Background: an optimization exercise with open tools, aiming at small area, a short achievable clock period and few clock cycles per item. Do not read the settings as production practice. Function was checked by simulation only, so behaviour that the tests miss may differ from the original. Power and IR drop assume default switching activity.

==> design/flow/design.v <==
`default_nettype none
package rv_alu_pkg;
  localparam logic [6:0] OPC_OP     = 7'b0110011;       
  localparam logic [6:0] OPC_OP_IMM = 7'b0010011;       
endpackage
`default_nettype wire
`timescale 1ns/1ns
`default_nettype none
module rv_alu_top (
  input  logic              clk_i,
  input  logic              rst_n,
  input  logic              instr_valid,
  input  logic [31:0]       instr,
  output logic              instr_ready,
  output logic              wb_valid,
  output logic [36:0]       wb,            
  input  logic              wb_ready
);
  logic        d_v;
  logic [31:7] d_ins;
  logic        d_imm;
  logic        e_v;
  logic [4:0]  e_rd;
  logic [31:0] e_a;
  logic [31:0] e_b;          
  logic        e_sub;        
  logic        e_sgn;        
  logic        e_left;       
  logic        e_arith;      
  logic        e_sel_add;
  logic        e_sel_lt;
  logic        e_sel_sh;
  logic        e_sel_xor;
  logic        e_sel_or;
  logic        e_sel_and;
  logic [4:0]  e_sh;         
  logic        s_v;
  logic [36:0] s_wb;
  logic        w_v;          
  logic [4:0]  w_rd;
  logic [31:0] w_val;
  logic        rdy_q;
  logic [31:1][31:0] rf;
  logic [31:1]       rf_v;
  logic e_stall;
  logic e_fire;
  logic out_free;
  assign e_stall     = e_v & s_v;
  assign e_fire      = e_v & ~s_v;
  assign instr_ready = rdy_q;
  assign out_free    = ~wb_valid | wb_ready;
  logic in_alu;
  assign in_alu = (instr[6:0] == rv_alu_pkg::OPC_OP) || (instr[6:0] == rv_alu_pkg::OPC_OP_IMM);
  always_ff @(posedge clk_i or negedge rst_n) begin
    if (!rst_n) begin
      d_v <= 1'b0;
    end else if (instr_ready) begin
      d_v <= instr_valid & in_alu & (instr[11:7] != 5'd0);
    end
  end
  logic d_v_nx, e_v_nx, s_v_nx;
  assign d_v_nx = instr_ready ? (instr_valid & in_alu & (instr[11:7] != 5'd0)) : d_v;
  assign e_v_nx = e_stall ? e_v : d_v;
  assign s_v_nx = ~out_free & (s_v | e_fire);
  always_ff @(posedge clk_i or negedge rst_n) begin
    if (!rst_n) begin
      rdy_q <= 1'b1;
    end else begin
      rdy_q <= ~(d_v_nx & e_v_nx & s_v_nx);
    end
  end
  always_ff @(posedge clk_i) begin
    if (instr_ready) begin
      d_ins <= instr[31:7];
      d_imm <= ~instr[5];
    end
  end
  logic [2:0]  f3;
  logic [4:0]  rs1;
  logic [4:0]  rs2;
  logic [31:0] imm;
  assign f3  = d_ins[14:12];
  assign rs1 = d_ins[19:15];
  assign rs2 = d_ins[24:20];
  assign imm = {{20{d_ins[31]}}, d_ins[31:20]};
  logic [31:0] ra;
  logic [31:0] rb;
  always_comb begin
    ra = '0;
    rb = '0;
    for (int j = 1; j < 32; j++) begin
      ra = ra | ({32{(rs1 == 5'(j)) & rf_v[j]}} & rf[j]);
      rb = rb | ({32{(rs2 == 5'(j)) & rf_v[j]}} & rf[j]);
    end
  end
  logic        sub_nx;
  assign sub_nx = (f3 == 3'b000 && !d_imm && d_ins[30]) || f3 == 3'b010 || f3 == 3'b011;
  logic [31:0] res;
  logic [31:0] a_nx;
  logic [31:0] b_nx;
  logic [31:0] ra_w;
  logic [31:0] rb_w;
  assign ra_w = (w_v && w_rd == rs1) ? w_val : ra;
  assign rb_w = (w_v && w_rd == rs2) ? w_val : rb;
  assign a_nx = (e_v && e_rd == rs1) ? res : ra_w;
  assign b_nx = d_imm ? imm : ((e_v && e_rd == rs2) ? res : rb_w);
  always_ff @(posedge clk_i or negedge rst_n) begin
    if (!rst_n) begin
      e_v <= 1'b0;
    end else if (!e_stall) begin
      e_v <= d_v;
    end
  end
  always_ff @(posedge clk_i) begin
    if (!e_stall) begin
      e_rd      <= d_ins[11:7];
      e_a       <= a_nx;
      e_b       <= b_nx ^ {32{sub_nx}};            
      e_sh      <= b_nx[4:0];
      e_sub     <= sub_nx;
      e_sgn     <= (f3 == 3'b010);
      e_left    <= (f3 == 3'b001);
      e_arith   <= (f3 == 3'b101) && d_ins[30];
      e_sel_add <= (f3 == 3'b000);
      e_sel_lt  <= (f3 == 3'b010) || (f3 == 3'b011);
      e_sel_sh  <= (f3 == 3'b001) || (f3 == 3'b101);
      e_sel_xor <= (f3 == 3'b100);
      e_sel_or  <= (f3 == 3'b110);
      e_sel_and <= (f3 == 3'b111);
    end
  end
  logic [33:0] sum;
  logic        ext_a;
  logic        ext_b;
  assign ext_a = e_sgn & e_a[31];
  assign ext_b = ~e_sgn | e_b[31];
  assign sum   = {ext_a, e_a, 1'b1} + {ext_b, e_b, e_sub};
  logic [31:0] sh_in;
  logic [32:0] sh_r;
  logic [31:0] sh_out;
  always_comb begin
    for (int i = 0; i < 32; i++) begin
      sh_in[i] = e_left ? e_a[31-i] : e_a[i];
    end
    sh_r = $signed({e_arith & e_a[31], sh_in}) >>> e_sh;
    for (int i = 0; i < 32; i++) begin
      sh_out[i] = e_left ? sh_r[31-i] : sh_r[i];
    end
  end
  assign res = ({32{e_sel_add}} & sum[32:1])
             | ({32{e_sel_sh}}  & sh_out)
             | ({32{e_sel_xor}} & (e_a ^ e_b))
             | ({32{e_sel_or}}  & (e_a | e_b))
             | ({32{e_sel_and}} & (e_a & e_b))
             | {31'd0, e_sel_lt & sum[33]};
  always_ff @(posedge clk_i or negedge rst_n) begin
    if (!rst_n) begin
      w_v <= 1'b0;
    end else begin
      w_v <= e_v;
    end
  end
  always_ff @(posedge clk_i) begin
    w_rd  <= e_rd;
    w_val <= res;
  end
  always_ff @(posedge clk_i or negedge rst_n) begin
    if (!rst_n) begin
      rf_v <= '0;
    end else if (w_v) begin
      rf_v[w_rd] <= 1'b1;
    end
  end
  for (genvar j = 1; j < 32; j++) begin : g_rf
    always_ff @(posedge clk_i) begin
      if (w_v && w_rd == 5'(j)) begin
        rf[j] <= w_val;
      end
    end
  end
  always_ff @(posedge clk_i or negedge rst_n) begin
    if (!rst_n) begin
      wb_valid <= 1'b0;
      s_v      <= 1'b0;
    end else begin
      wb_valid <= s_v | e_fire | ~out_free;
      s_v      <= ~out_free & (s_v | e_fire);
    end
  end
  always_ff @(posedge clk_i) begin
    if (out_free) begin
      wb <= s_v ? s_wb : {e_rd, res};
    end
    if (!s_v) begin
      s_wb <= {e_rd, res};
    end
  end
endmodule
`default_nettype wire
==> design/flow/run.sh <==
#!/bin/bash
# synth_recipe.tcl (not shown) runs the flow's synth.tcl, then flattens the netlist and writes it again
# the make line also repeats each setting of config.mk as NAME=value (left out here)
make -C /OpenROAD-flow-scripts/flow DESIGN_CONFIG=/design/flow/config.mk WORK_HOME=/design/flow/orfs CLKGATE_MAP_FILE= SYNTH_SCRIPT=/design/flow/synth_recipe.tcl finish
==> design/flow/config.mk <==
export PLATFORM = sky130hd
export DESIGN_NAME = rv_alu_top
export DESIGN_NICKNAME = rv_alu_top
export VERILOG_FILES = /design/flow/design.v
export SDC_FILE = /design/flow/constraint.sdc
export NUM_CORES = 4
export LEC_CHECK = 0
export CAP_MARGIN = 20
export CELL_PAD_IN_SITES_DETAIL_PLACEMENT = 1
export CELL_PAD_IN_SITES_GLOBAL_PLACEMENT = 1
export CORE_MARGIN = 2
export CORE_UTILIZATION = 40
export CTS_CLUSTER_DIAMETER = 100
export CTS_CLUSTER_SIZE = 25
export PLACE_DENSITY = 0.5
export SETUP_SLACK_MARGIN = 5
export SLEW_MARGIN = 20
==> design/flow/constraint.sdc <==
create_clock -name core_clock -period 8.5 [get_ports {clk_i}]
set_input_delay 1.7000 -clock core_clock [delete_from_list [all_inputs] [get_ports {clk_i}]]
set_output_delay 1.7000 -clock core_clock [all_outputs]
set_load 0.01 [all_outputs]
==> summary.txt, run 1 <==
post-synthesis sequential area ratio 0.6232; die area 149,900 µm²; max cap viols 0; worst vdd ir 193.6 µV; hold violation total from the final report 0; #FFs+latches synth 1,250; IO buf count 74; Slew headroom 0.1732; worst min-delay path class flop to flop; worst endpoint data arrival time 4.10 ns; CP max-delay cell nor2_2; multi-input logic area 22,380 µm²; Distinct cells, synth 104; Util after Layout 0.4691; average wire per standard cell 50.03 µm; CP Class flop to flop; worst-margin pin slew 1.240 ns; Syn Area/Cell 13.21 µm²; crit path max fanout 13; Detailed Route WL 328,600 µm; ys flop type edfxtp_1; CTS Hold Bufs 0; GRT Total Usage 0.4236; CP Data Required Time 8.98 ns; Leakage 23.43 nW; Post-synth EDFFs 1,139; drt pass-1 iters 10; cell taking the most area after synthesis edfxtp_1; Critical Path Start Type flop; Final min period 3.622 ns; CP peak stage delay 0.58 ns; Mapped Cells 4,448; Post-Synthesis Net Count 4,562; routability cong. 0.9771; most used cell, CP buf_4; global route total overflow 0; die span in x 387.2 µm; CTS tree yes; Die H 387.2 µm; CTS buffer count 59; clock root cell clkbuf_16; row count 140; Layout Area Growth over Synthesis 16.37%; initial DRC count 9,204; RSZ-0062 raised after global routing true; Synth Cell Area 58,740 µm²; # setup viols final 0; starting density of the core 0.4031; Worst setup EP type flop; crit-path cells buf_4 -> nor2_2 -> nor2_1 -> a21oi_1 -> a211oi_2 -> o21ai_1 -> buf_4 -> nand2_1 -> a31oi_2 -> xnor2_1; status no timing/DRC/antenna violations; Clock Skew 0.08414 ns; initial antenna violation count 26; Worst-Skew Late Latency 0.78 ns; Reg area 36,640 µm²; H-tree depth 2; Max Clk Rate 0.2761 GHz; Num Clock Sinks 1,250; Via Count 50,020; Final Cycle Share 0.4262; # DRC 0; setup TNS 0 ns; share of flip-flops with an asynchronous set or reset 0.02960; vias in the first global route 47,830; fin. max-slew vios 0; antenna violation net count after detailed routing 0; Fill cells 14,600; I/O Pins 75; DR vias/cell 7.615; Clock Tree Buf Depth 3; share of cells above drive strength 1 0.2093; hpwl dp 190,200 µm; Clock transition at path regs 0.10 ns; YS warnings 1; first-pass GRT wire length 433,300 µm; largest net degree at the start of global routing 55; ranking of synthesized cells by area edfxtp_1 (58%), a22oi_1 (7.5%), dfxtp_1 (2.5%); Layout Nets 4,722; top-area cell type share of the netlist area 0.5822; core area 145,700 µm²; Power Density 169.2 nW/µm²
[critical path: cells and delay by family (launching register included)]
family | cells | cell delay, ns
XOR/XNOR | 1 | 0.10
AO/OA/AOI/OAI | 4 | 1.28
buffers and inverters | 2 | 0.49
flip-flops | 1 | 0.57
AND/OR/NAND/NOR | 3 | 0.94
[through the flow]
stage	std cells	hold WS (ns)	cell area (µm²)	power [mW]	setup slack [ns]
floorplan	4448	0.4003	58750	7.564	4.988
global placement	6244	0.4116	62070	8.002	3.664
detailed placement	6248	0.4118	62180	8.009	3.563
CTS	6506	0.4431	66960	11.48	4.870
global route	6561	0.4556	68340	11.80	4.789
finish	6568	0.4393	68360	11.57	4.878
[per-layer routing]
layer	GRT usage	wire (µm)	part of all wire	up-vias
met3	0.1340	42130	0.13	1293
met5	0	233	0.00071	-
li1	-	-	-	18550
met2	0.6329	140600	0.43	4400
met1	0.5344	120000	0.37	25760
met4	0.2634	25710	0.078	20
[timing repair]
| item | CTS | global route |
|---|---|---|
| buffers inserted | 154 | 51 |
| endpoints found under the setup margin | 187 | 123 |
| hold endpoints to repair | 0 | 0 |
| gates resized for setup | 330 | 204 |
| gates cloned | 7 | 3 |
| pin swaps | 53 | 72 |
[cells in the final DEF (no fill, tap or decap), types with 51 or more instances in the layout]
cell                n
nand3_1           133
nand2_1           205
a222oi_1           66
a221oi_1          138
inv_1              82
a21oi_1            72
nor2_1            117
mux4_2             51
buf_4             280
dfxtp_1            57
clkbuf_16          63
edfxtp_1         1139
a22oi_1           584
and3_1             68
a22o_1            152
nand4_1           113
clkdlybuf4s50_1    70
ha_1               67
o21ai_0            77
[cells in the mapped netlist (all sizes together), types with 26 or more instances]
cell type / number
a21o: 46
a21oi: 88
a221oi: 146
a222oi: 66
a22o: 152
a22oi: 585
a31oi: 27
and2: 26
and3: 124
buf: 88
clkbuf: 282
dfrtp: 36
dfxtp: 74
edfxtp: 1139
ha: 77
inv: 92
mux2: 57
mux2i: 53
mux4: 59
nand2: 217
nand3: 140
nand4: 113
nor2: 161
nor3: 56
nor4: 36
o211ai: 30
o21ai: 100
xnor2: 32
[state kept, by name, indices dropped and copies added (netlist names), 5 cells and up]
signal and cells:
e_b 32, d_ins 25, s_wb 37, w_rd 5
rf 992, e_rd 5, rf_v 31, wb 37
w_val 32, e_sh 5, e_a 32
[final timing paths]
path / start / endpoint / slack (ns) / cells after the start
min in group asynchronous: rst_n / rf_v[25] / 1.07 / 1
worst max-delay path: e_sh[4] / e_b[1] / 4.88 / 10
worst min register to register: d_ins[11] / e_rd[4] / 0.44 / 0
worst min-delay path: d_ins[11] / e_rd[4] / 0.44 / 0
worst max register to register: e_sh[4] / e_b[1] / 4.88 / 10
max in group asynchronous: rst_n / s_v / 6.82 / 1
[area by class of cell]
cell class / instances / share of cell area
timing repair buffer: 468 / 0.06909
inverter: 95 / 0.005546
tap: 1917 / 0.03509
clock buffer: 86 / 0.02368
clock inverter: 11 / 0.002928
multi-input combinational: 2733 / 0.3273
antenna: 7 / 0.0002562
sequential: 1250 / 0.5360
timing repair inverter: 1 / 0.00007321
[report_power, final]
part | internal (mW) | total, mW | switching, mW
logic | 0.359 | 0.994 | 0.635
registers | 6.91 | 7.08 | 0.166
clock network | 1.39 | 3.49 | 2.10
total | 8.66 | 11.6 | 2.90
[cell families after synthesis]
family	synth area share
buffers and inverters	0.03165
and+or+nand+nor	0.08790
xor gates and xnor gates	0.008349
DFF	0.6232
muxes	0.04366
adders and majority gates	0.01674
AOI/OAI and AO/OA	0.1885
Testbench counts, summed over its fixed seeds: cycles 16,024, items 16,000.
==> run 2, diff against run 1 <==
==> design/flow/flow/run.sh (new file) <==
#!/bin/bash
set -uo pipefail
bash standard.sh SETUP_SLACK_MARGIN=6 finish > run_standard.log 2>&1
==> design/flow/standard.sh (new file) <==
#!/bin/bash
# synth_recipe.tcl (not shown) runs the flow's synth.tcl, then flattens the netlist and writes it again
# the make line also repeats each setting of config.mk as NAME=value (left out here)
make -C /OpenROAD-flow-scripts/flow DESIGN_CONFIG=/design/flow/config.mk WORK_HOME=/design/flow/orfs CLKGATE_MAP_FILE= SYNTH_SCRIPT=/design/flow/synth_recipe.tcl "${@:-finish}"
--- a/design/flow/config.mk
+++ b/design/flow/config.mk
@@ -15,3 +15,3 @@
 export PLACE_DENSITY = 0.5
-export SETUP_SLACK_MARGIN = 5
 export SLEW_MARGIN = 20
+export TNS_END_PERCENT = 10
removed: design/flow/run.sh
==> run 2 against run 1 <==
Final cell count increased by 3.0%. Clock power is essentially flat. Flip-flop and latch count stayed put. Die area is the same. Critical path type unchanged. Highest routed layer unchanged.
==> summary.txt, run 2 <==
status no timing/DRC/antenna violations; hpwl dp 187,700 µm (-1.3%); RSZ-0062 raised after global routing true; crit path max fanout 8 (-5); Synth Cell Area 58,740 µm² (unchanged); Worst setup EP type flop; row count 140 (unchanged); placed instance area 62,280 µm² (+0.15%); cell taking the most area after synthesis edfxtp_1; average wire per standard cell 50.07 µm (about the same); worst min-delay path class flop to flop; crit-path cells buf_6 -> buf_4 -> and3b_4 -> and2_4 -> buf_12 -> a22oi_1 -> nand4_1 -> or4_4 -> mux2i_4 -> mux2_4 -> nor4_4; CP Data Required Time 9.07 ns (+0.09 ns); # DRC 0 (unchanged); Post-Synthesis Net Count 4,562 (unchanged); Clock Tree Buf Depth 3 (unchanged); Final Cycle Share 0.4180 (-0.008208); Clock transition at path regs 0.10 ns (about the same); max reg flops 992 (unchanged); Layout Nets 4,919 (+4.2%); initial antenna violation count 19 (-27%); Max Clk Rate 0.2815 GHz (+2.0%); Reg area 36,640 µm² (about the same); YS warnings 1 (unchanged); CTS tree yes; vias in the first global route 49,290 (+3.1%); CP Class flop to flop; Mapped Cells 4,448 (unchanged); Leakage 25.12 nW (+7.2%); initial DRC count 9,937 (+8.0%); max cap viols 0 (unchanged); Util after Layout 0.4960 (+0.02693); most frequent cells in the layout edfxtp_1 (1,139), a22oi_1 (578), buf_4 (370); overall power 11.71 mW (+1.2%); die area 149,900 µm² (unchanged); setup TNS 0 ns (unchanged); Detailed Route WL 338,900 µm (+3.1%); I/O Pins 75 (unchanged); Syn Area/Cell 13.21 µm² (unchanged); first-pass GRT wire length 445,800 µm (+2.9%); slack of the critical path 4.947 ns (+0.06977 ns); Worst-Skew Late Latency 0.79 ns (about the same); CP peak stage delay 0.61 ns (+0.03 ns); Largest regs rf x992, s_wb x37, wb x37; starting density of the core 0.4031 (unchanged); worst endpoint data arrival time 4.12 ns (+0.02 ns); Power Density 162.0 nW/µm² (-4.3%); top-count cell post-synth edfxtp_1; H-tree depth 2 (unchanged); most common cell after layout, fill and taps aside edfxtp_1; core area 145,700 µm² (unchanged); fin. max-slew vios 0 (unchanged); ys flop type edfxtp_1; largest net degree at the start of global routing 57 (+3.6%); ranking of synthesized cells by area edfxtp_1 (58%), a22oi_1 (7.5%), dfxtp_1 (2.5%); Via Count 51,610 (+3.2%); GRT Total Usage 0.4361 (+0.01247); design area 72,290 µm² (+5.7%); share of flip-flops with an asynchronous set or reset 0.02960 (unchanged); multi-input logic area 23,740 µm² (+6.1%); # setup viols final 0 (unchanged); hold violation total from the final report 0 (unchanged); Final min period 3.553 ns (-0.06977 ns); pre-CTS WS 3.338 ns (-0.2246 ns); Num Clock Sinks 1,250 (unchanged); post-synthesis sequential area ratio 0.6232 (unchanged); DR vias/cell 7.626 (+0.14%); Distinct cells, synth 104 (unchanged); worst-margin pin slew 1.220 ns (-0.02002 ns); Slew headroom 0.1865 (+0.01335); IO buf count 74 (unchanged); #FFs+latches synth 1,250 (unchanged); CTS Hold Bufs 0 (unchanged); CP max-delay cell or4_4; Post-synth EDFFs 1,139 (unchanged); antenna violation net count after detailed routing 0 (unchanged); Die H 387.2 µm (unchanged); top-area cell type share of the netlist area 0.5822 (unchanged); Fill cells 14,270 (-2.2%); Critical Path Start Type flop; Clock Skew 0.06125 ns (-0.02289 ns); CTS buffer count 59 (unchanged); Layout Area Growth over Synthesis 23.05%; clock root cell clkbuf_16; worst vdd ir 194.2 µV (+0.28%); global route total overflow 0 (unchanged); routability cong. 0.9720 (-0.52%); share of cells above drive strength 1 0.2785 (+0.06924); Post-synth top cells edfxtp_1 (1,139), a22oi_1 (584), clkbuf_1 (282); largest register by flop count rf; die span in x 387.2 µm (unchanged); drt pass-1 iters 9 (-1)
[run 2: metrics by stage]
stage	instances	hold slack, ns
floorplan	4448	0.4003
global placement	6241	0.4103
detailed placement	6242	0.4204
CTS	6676	0.4334
global route	6760	0.4455
finish	6768	0.4305
[run 2: path summary, 6_finish.rpt]
check / to / slack (ns) / startpoint / cells past startpoint
setup reg to reg: e_b[8] / 4.95 / d_ins[20] / 11
setup / recovery: e_b[8] / 4.95 / d_ins[20] / 11
hold / removal: e_rd[1] / 0.43 / d_ins[8] / 0
min in group asynchronous: rf_v[31] / 1.08 / rst_n / 1
max in group asynchronous: s_v / 6.80 / rst_n / 1
hold reg to reg: e_rd[1] / 0.43 / d_ins[8] / 0
[run 2: area by class of cell]
class,count,share of cell area
clock buffer,87,0.02217
multi-input combinational,2735,0.3284
clock inverter,12,0.002406
sequential,1250,0.5069
timing repair buffer,664,0.1012
inverter,95,0.005522
tap,1917,0.03318
antenna,8,0.0002769
[run 2: per-layer routing]
| metal | routed length, µm | global-route usage | up-vias |
|---|---|---|---|
| met4 | 28280 | 0.2851 | 24 |
| met3 | 46300 | 0.1409 | 1392 |
| met1 | 121400 | 0.5527 | 26360 |
| li1 | - | - | 19000 |
| met2 | 142600 | 0.6391 | 4838 |
| met5 | 256 | 0.007656 | - |
[run 2: worst max-delay path, delay by kind of cell (launching register included)]
| family | cells | cell delay, ns |
|---|---|---|
| muxes | 2 | 0.67 |
| AOI/OAI and AO/OA | 1 | 0.23 |
| DFF | 1 | 0.54 |
| and+or+nand+nor | 5 | 1.42 |
| buffers and inverters | 3 | 0.49 |
[run 2: repair_timing]
item                                    4_1_cts  5_1_grt
resized for setup                           664      288
cloned                                       24        1
endpoints found under the setup margin     1195     1222
setup buffers                               311       83
pin swaps                                   152      151
[run 2: power breakdown]
part / total [mW] / leakage, nW / internal (mW) / switching, mW
sequential: 7.09 / 11.9 / 6.91 / 0.174
combinational: 1.11 / 12.3 / 0.432 / 0.682
clock: 3.51 / 0.854 / 1.38 / 2.13
[run 2: cells by family after synthesis]
logic type / synth area share
mux: 0.04366
fa+ha+maj: 0.01674
simple gates: 0.08790
compound gates: 0.1885
buf+inv: 0.03165
flops: 0.6232
xor+xnor: 0.008349

==> port drivers added, routing unchanged <==
The flow's constraints put no driver on any port. The routed layouts listed below were extracted and timed again, unchanged, in two steps.
Step 1, drivers: a clkbuf_16 drives clk_i and a buf_2 each remaining input, both assumed.
Step 2 times the ports against the registers' clock, not the clock port: input delays grow and output delays shrink by t, the midpoint of the rising clock arrivals with the driver on.
Slacks: ideal / step 1 / step 2; pairs: ideal / step 1.
run | t, ns | setup WS [ns] | clock arrival spread, ns | cell pins on the clock port's net
run 1 | 0.824 | 4.878 / 4.878 / 4.878 | 0.088 / 0.087 | 1
run 2 | 0.843 | 4.947 / 4.947 / 4.947 | 0.065 / 0.065 | 1
After both steps setup and hold are still met in every run listed.
